From an optimization exercise on the open Yosys and OpenROAD flow, aimed at small area, a short achievable clock period and few clock cycles; shortcuts taken in it are not production practice.
Only simulation tests tie the RTL to the original design; equivalence was not proved.
No activity file was given, so power comes from the tool's default toggle rates.

==> design.v <==
package movegen_pkg;
    localparam int KING_PAD = 10;
    localparam int KNIGHT_PAD = 12;
    localparam int NUM_GROUPS = 4;
    typedef logic [5:0] square_t;
    typedef logic [63:0] bitboard_t;
    typedef struct packed {
        bitboard_t knight;
        bitboard_t bishop;
        bitboard_t rook;
        bitboard_t queen;
        bitboard_t white_occ;
        square_t white_king;
        square_t black_king;
        logic black_to_move;
    } board_t;
    typedef struct packed {
        square_t src;
        square_t dst;
    } move_t;
    typedef enum logic [1:0] {
        GROUP_KING,
        GROUP_KNIGHT,
        GROUP_DIAG,
        GROUP_ORTHO
    } group_e;
    typedef struct packed {
        bitboard_t occ;
        bitboard_t own;
        bitboard_t king;
        bitboard_t knight;
        bitboard_t diag;
        bitboard_t ortho;
    } group_sets;
    typedef struct packed {
        logic valid;
        move_t move;
        logic done;
    } scan_offer;
    localparam int OFFER_BITS = 14;
    localparam logic [KING_PAD*KING_PAD-1:0] KING_PATTERN = 100'h70_1407;
    localparam logic [KNIGHT_PAD*KNIGHT_PAD-1:0] KNIGHT_PATTERN = 144'ha_0110_0001_100a;
    localparam bitboard_t DIAG_BASE = 64'h8040_2010_0804_0201;
    localparam bitboard_t ANTIDIAG_BASE = 64'h0102_0408_1020_4080;
endpackage
`timescale 1ns/1ns
module chess_movegen (
    input  logic        clk,
    input  logic        rst,
    input  logic [63:0] knight,
    input  logic [63:0] bishop,
    input  logic [63:0] rook,
    input  logic [63:0] queen,
    input  logic [63:0] white_occ,
    input  logic [5:0]  white_king,
    input  logic [5:0]  black_king,
    input  logic        black_to_move,
    input  logic        board_valid,
    output logic        board_ready,
    output logic [5:0]  move_src,
    output logic [5:0]  move_dst,
    output logic        move_valid
);
    function automatic logic [63:0] dec64(input logic [5:0] sq);
        dec64 = 64'd1 << sq;
    endfunction
    function automatic logic [5:0] enc_low(input logic [63:0] bits);
        logic [63:0] low;
        logic [5:0] idx;
        low = bits & (~bits + 64'd1);
        idx = '0;
        for (int i = 0; i < 64; i++) begin
            if (low[i]) idx = idx | 6'(i);
        end
        enc_low = idx;
    endfunction
    function automatic logic [7:0] line_rays(input logic [7:0] o, input logic [2:0] p);
        logic [7:0] x;
        logic [7:0] u;
        logic [7:0] d;
        x = 8'd1 << p;
        u[0] = 1'b0;
        for (int k = 1; k < 8; k++) u[k] = x[k-1] | (u[k-1] & ~o[k-1]);
        d[7] = 1'b0;
        for (int k = 6; k >= 0; k--) d[k] = x[k+1] | (d[k+1] & ~o[k+1]);
        line_rays = u | d;
    endfunction
    logic [63:0] bc2, bc1, bc0;
    logic [5:0]  bksq, bek;
    logic        ready;
    logic        accept;
    logic [63:0] in_pieces, in_side;
    logic [5:0]  in_ksq;
    assign in_pieces = knight | bishop | rook | queen;
    assign in_side = white_occ ^ {64{black_to_move}};
    assign in_ksq = black_to_move ? black_king : white_king;
    assign accept = board_valid & ready;
    always_ff @(posedge clk) begin
        if (ready) begin
            bc2 <= in_pieces & in_side;
            bc1 <= bishop | queen;
            bc0 <= rook | queen | ((knight | bishop) & ~in_side);
            bksq <= in_ksq;
            bek <= black_to_move ? white_king : black_king;
        end
    end
    logic [63:0] own, occ;
    logic [63:0] set_n, set_d, set_o;
    assign own = bc2 | dec64(bksq);
    assign occ = bc2 | bc0 | dec64(bksq) | dec64(bek);
    assign set_n = bc2 & ~bc1 & ~bc0;
    assign set_d = bc2 & bc1;
    assign set_o = bc2 & bc0;
    logic       s_act;
    logic [1:0] s_grp;
    logic       s_fresh;
    logic [5:0] s_ptr;
    logic       v1;
    logic [1:0] g1;
    logic [5:0] q1;
    logic [63:0] s_set, s_mask, s_cand;
    logic        s_hit;
    logic [5:0]  s_sq;
    logic        s_adv;
    logic        take1;
    always_comb begin
        case (s_grp)
            2'd1: s_set = set_n;
            2'd2: s_set = set_d;
            default: s_set = set_o;
        endcase
        for (int i = 0; i < 64; i++) s_mask[i] = s_fresh || (6'(i) > s_ptr);
        s_cand = s_set & s_mask;
        s_hit = s_cand != '0;
        s_sq = enc_low(s_cand);
    end
    logic [63:0] dq;
    logic [5:0]  dsrc;
    logic [63:0] dq_rest;
    logic        dq_free;
    logic [63:0] att;
    assign dq_rest = dq & (dq - 64'd1);
    assign dq_free = dq_rest == '0;
    assign take1 = dq_free & v1;
    assign s_adv = s_act & (~v1 | take1);
    always_ff @(posedge clk) begin
        if (rst) begin
            s_act <= 1'b0;
            v1 <= 1'b0;
        end else if (accept) begin
            s_act <= 1'b1;
            v1 <= 1'b1;
        end else begin
            if (s_adv) begin
                if (!s_hit && s_grp == 2'd3) s_act <= 1'b0;
                v1 <= s_hit;
            end else if (take1) begin
                v1 <= 1'b0;
            end
        end
    end
    always_ff @(posedge clk) begin
        if (accept) begin
            s_grp <= 2'd1;
            s_fresh <= 1'b1;
            g1 <= 2'd0;
            q1 <= in_ksq;
        end else if (s_adv) begin
            if (s_hit) begin
                s_ptr <= s_sq;
                s_fresh <= 1'b0;
                g1 <= s_grp;
                q1 <= s_sq;
            end else begin
                s_grp <= s_grp + 2'd1;
                s_fresh <= 1'b1;
            end
        end
    end
    logic [2:0] ar, af;
    logic [7:0] rdec, fdec, rnear, fnear, rd1, fd1, rd2, fd2;
    logic [7:0] rl, fl, dl, al, vd, va;
    logic [7:0] rowsel, rowv, colsel, colv, da, aa;
    logic [14:0] dsel, asel;
    always_comb begin
        ar = q1[5:3];
        af = q1[2:0];
        for (int k = 0; k < 8; k++) begin
            rdec[k] = 3'(k) == ar;
            fdec[k] = 3'(k) == af;
            rd1[k] = (k == int'(ar) + 1) || (k == int'(ar) - 1);
            fd1[k] = (k == int'(af) + 1) || (k == int'(af) - 1);
            rd2[k] = (k == int'(ar) + 2) || (k == int'(ar) - 2);
            fd2[k] = (k == int'(af) + 2) || (k == int'(af) - 2);
            rnear[k] = rd1[k] | rdec[k];
            fnear[k] = fd1[k] | fdec[k];
            rl[k] = occ[{ar, 3'(k)}];
            fl[k] = occ[{3'(k), af}];
            vd[k] = (k + int'(af) - int'(ar) >= 0) && (k + int'(af) - int'(ar) <= 7);
            va[k] = (int'(ar) + int'(af) - k >= 0) && (int'(ar) + int'(af) - k <= 7);
            dl[k] = ~vd[k] | occ[{3'(k), 3'(k + int'(af) - int'(ar))}];
            al[k] = ~va[k] | occ[{3'(k), 3'(int'(ar) + int'(af) - k)}];
        end
        for (int x = 0; x < 15; x++) begin
            dsel[x] = (g1 == 2'd2) && (x == int'(ar) - int'(af) + 7);
            asel[x] = (g1 == 2'd2) && (x == int'(ar) + int'(af));
        end
        da = line_rays(dl, ar) & vd;
        aa = line_rays(al, ar) & va;
        case (g1)
            2'd0: begin
                rowsel = rnear;
                rowv = fnear;
                colsel = '0;
                colv = '0;
            end
            2'd1: begin
                rowsel = rd1;
                rowv = fd2;
                colsel = fd1;
                colv = rd2;
            end
            2'd3: begin
                rowsel = rdec;
                rowv = line_rays(rl, af);
                colsel = fdec;
                colv = line_rays(fl, ar);
            end
            default: begin
                rowsel = '0;
                rowv = '0;
                colsel = '0;
                colv = '0;
            end
        endcase
        for (int ti = 0; ti < 8; ti++) begin
            for (int tj = 0; tj < 8; tj++) begin
                att[ti*8 + tj] = ((rowsel[ti] & rowv[tj]) | (colsel[tj] & colv[ti])
                               | (dsel[ti - tj + 7] & da[ti]) | (asel[ti + tj] & aa[ti]))
                               & ~own[ti*8 + tj];
            end
        end
    end
    always_ff @(posedge clk) begin
        if (rst) begin
            dq <= '0;
        end else if (dq_free) begin
            dq <= v1 ? att : '0;
        end else begin
            dq <= dq_rest;
        end
    end
    always_ff @(posedge clk) begin
        if (take1) dsrc <= q1;
    end
    always_ff @(posedge clk) begin
        if (rst) begin
            move_valid <= 1'b0;
            ready <= 1'b1;
        end else begin
            move_valid <= dq != '0;
            ready <= ready ? ~board_valid : (dq == '0 && !v1 && !s_act);
        end
        move_src <= dsrc;
        move_dst <= enc_low(dq);
    end
    assign board_ready = ready;
endmodule
==> run.sh <==
#!/bin/bash
# synth_recipe.tcl (not shown) runs the flow's synth.tcl, then flattens the netlist and writes it again
# the make line also repeats each setting of config.mk as NAME=value (left out here)
make -C /OpenROAD-flow-scripts/flow DESIGN_CONFIG=/design/flow/config.mk WORK_HOME=/design/flow/orfs CLKGATE_MAP_FILE= SYNTH_SCRIPT=/design/flow/synth_recipe.tcl finish
==> config.mk <==
export PLATFORM = sky130hd
export DESIGN_NAME = chess_movegen
export DESIGN_NICKNAME = chess_movegen
export VERILOG_FILES = /design/flow/design.v
export SDC_FILE = /design/flow/constraint.sdc
export NUM_CORES = 4
export LEC_CHECK = 0
export CAP_MARGIN = 20
export CORE_MARGIN = 2
export CORE_UTILIZATION = 40
export SLEW_MARGIN = 20
==> constraint.sdc <==
create_clock -name core_clock -period 11.0 [get_ports {clk}]
set_input_delay 2.2000 -clock core_clock [delete_from_list [all_inputs] [get_ports {clk}]]
set_output_delay 2.2000 -clock core_clock [all_outputs]
set_load 0.01 [all_outputs]
==> metrics.yaml <==
outcome: "no timing/DRC/antenna violations"
synthesis.area_um2: 26000
ys_top_cells_by_area: "edfxtp_1 26%, dfxtp_1 6.5%, nor2_1 4.7%"
arrival_ps: 6970
crit_required_ps: 11480
routedWlPerCell_um: 34.3
cellLeakagePower_nw: 11.1
ant_nets: 0
hold_slack_ps: 387
cts_tree: "built"
period_minus_slack_ps: 6490
final_util: 0.496
slew_headroom: 0.110
antenna_found_initial: 8
cts_setup_buffers: 0
avgSynthCellArea_um2: 8.24
worstPathCellList: "buf_4 -> inv_1 -> ha_1 -> a21oi_1 -> o21ai_0 -> inv_1 -> ha_1 -> inv_1 -> o211ai_1 -> a211oi_1 -> o221ai_1 -> a22oi_1 -> a31oi_1 -> a21oi_1 -> nand4_1 -> a311oi_1"
dr.pass1.iters: 9
crit_type: "reg -> reg"
synth.most_common_cell: "nor2_1"
path_max_fanout: 27
tightest_slew_ps: 1330
area_growth_pct: 22.8
dieArea_um2: 67100
layout-drive-gt1-share: 0.0890
cts_resized: 0
min_period_over_period: 0.590
startpoint: "q1[4]"
crit_top_cell: "inv_1"
fp.coreArea_um2: 64300
rrSetupSlack_ps: 4510
root_buffer: "clkbuf_16"
synth_cell_types: 99
finalClockSkew_ps: 22.6
multiInputGateArea_um2: 16800
synthFlopType: "edfxtp_1"
reg2reg_to: "dq[55]"
clkTransAtPathRegs_ps: 60
grt_max_degree: 83
start_kind: "flip-flop"
initial_core_util: 0.404
clk_path_buf_depth: 3
crit_end: "dq[55]"
dp.cells: 4292
synth_async_sr_flop_share: 0
r2r_cells: 16
cts_htree_levels: 2
yosys.area.top_type: "edfxtp_1"
grt_pass1_vias: 29114
finalNonFillerCells: 4367
yosysSeqAreaShare: 0.322
die_h_um: 259
viasPerCell: 6.97
finalSetupViolCount: 0
place_hpwl_um: 118000
cap_violations: 0
place_congestion: 1.14
vias: 30432
seqCellArea_um2: 8370
track_usage: 0.432
drcViolationCount: 0
drt-total-wl_um: 150000
synth_common_cells: "325 x nor2_1, 261 x nand2_1, 222 x edfxtp_1"
clkSinkCount: 307
ir_drop_uv: 162
syn_nets: 3573
grt_pass1_wl_um: 209000
io_pins: 350
powerDensity_nw_per_um2: 307
rows: 93
hold_viol: 0
clock_latency_ps: 590
numCtsBuffers: 38
ys_ff_latch: 307
layout.nets: 3895
synth_top_area_frac: 0.256
crit_path_end_kind: "flip-flop"
slowest_delay_ps: 820
setup_tns_ps: 0
slew_viol_final: 0
synth_warnings: 1
cts_hold_buf: 0
grt_setup_unrepaired: "false"
drt_iter0_drc: 4849
hold_path_class: "reg -> reg"
max_clock_freq_ghz: 0.154
synth_edf_count: 222
fillerInstances: 6024
syn-instance-count: 3156
cp_slowest_cell: "a21oi_1"
portBuffers: 349
grt.overflow.total: 0
reg2reg_from: "q1[4]"
die_w_um: 259
==> state kept, by name (all words and copies together) (netlist names) <==
register    count
bek             6
dsrc            6
q1              6
bc0            64
bksq            6
g1              2
s_fresh         1
ready           1
s_act           1
bc2            64
dq             64
s_grp           2
bc1            64
move_src        6
v1              1
move_dst        6
s_ptr           6
move_valid      1
==> how the worst min path moves through the flow <==
stage / startpoint / endpoint / cells after the start
floorplan: dsrc[0] / move_src[0] / 0
global placement: dsrc[2] / move_src[2] / 0
detailed placement: dsrc[5] / move_src[5] / 0
CTS: dsrc[5] / move_src[5] / 0
global route: dsrc[5] / move_src[5] / 0
finish: dsrc[5] / move_src[5] / 0
==> power by group <==
part,leakage [nW],internal [mW],switching (mW)
logic,7.69,1.88,4.87
registers,2.78,1.52,0.256
clock network,0.593,0.742,0.547
total,11.1,4.14,5.67
==> cell type report <==
cell class | instances | area share
diodes | 5 | 0.000392
clock buffers | 53 | 0.0328
clock inverters | 16 | 0.00580
inverters | 91 | 0.0107
multi-input cells | 2609 | 0.526
flip-flops and latches | 307 | 0.262
well taps | 855 | 0.0335
repair buffers | 431 | 0.128
==> through the flow <==
stage / power, mW / setup slack, ps / instance area [um2]
finish: 9.81 / 4510 / 31900
global route: 10.1 / 4050 / 31900
CTS: 9.43 / 4770 / 31900
detailed placement: 8.12 / 4820 / 30700
global placement: 8.12 / 4930 / 30600
floorplan: 5.54 / 3950 / 26000
==> worst max-delay path, delay by kind of cell (launching register included) <==
family	cells	cell delay [ps]
AO/OA/AOI/OAI	9	3390
buffers and inverters	4	1340
adder cells (fa/ha/maj)	2	1080
flip-flops	1	330
AND/OR/NAND/NOR	1	190
==> layer usage <==
layer / track usage / part of all wire / vias to the layer above
li1: - / - / 12874
met1: 0.493 / 0.35 / 14500
met2: 0.684 / 0.44 / 2354
met3: 0.130 / 0.11 / 698
met4: 0.320 / 0.093 / 6
met5: 0.000712 / 0.00029 / -
==> cell families (layout without fill, tap and decap cells) <==
group / after synthesis / after routing / synth area share
simple gates: 1267 / 1267 / 0.248
compound gates: 1098 / 1098 / 0.288
flops: 307 / 307 / 0.322
buf+inv: 240 / 591 / 0.0379
mux: 87 / 87 / 0.0360
fa+ha+maj: 83 / 83 / 0.0432
xor+xnor: 74 / 74 / 0.0249
other cells: 0 / 5 / 0
==> cell usage in the layout (no fill, tap or decap), types with 58 or more instances in the layout <==
cell	Yosys	routed
o22ai_1	58	58
nand2b_1	63	63
clkdlybuf4s50_1	0	347
edfxtp_1	222	222
ha_1	69	66
buf_4	6	83
o21ai_0	195	195
a211oi_1	83	82
inv_1	91	91
nand2_1	261	261
or2_2	81	81
nand3_1	150	150
nor2_1	325	325
dfxtp_1	85	84
a21oi_1	220	217
nor3_1	93	92
Testbench counts, summed over its fixed seeds: cycles 29,322.

-- afterwards: timing with drivers on the ports --
Ports are ideal in the flow. The routed layout listed here was re-timed in OpenROAD.
Step 1: set_driving_cell puts a clkbuf_16 on clk and a buf_2 on each other input, an assumption about the parent block.
Step 2 moves the port delays by t, midway between the first and last clock arrival at a register: inputs arrive t later, outputs are due t later. That takes back most of the time a late clock gives input paths.
Slacks: no drivers / after step 1 / after step 2; pairs: no drivers / after step 1.
t (ns): 0.645
slack for setup (ns): 4.505 / 4.505 / 4.505
slew at the worst register clock pin (ns): 0.07 / 0.07
worst slew at a driven data input, ns: 0.07
After both steps this run still meets setup and hold. For this run, drivers alone change the setup slack by 0.000 ns; drivers and shift together by 0.000 ns.
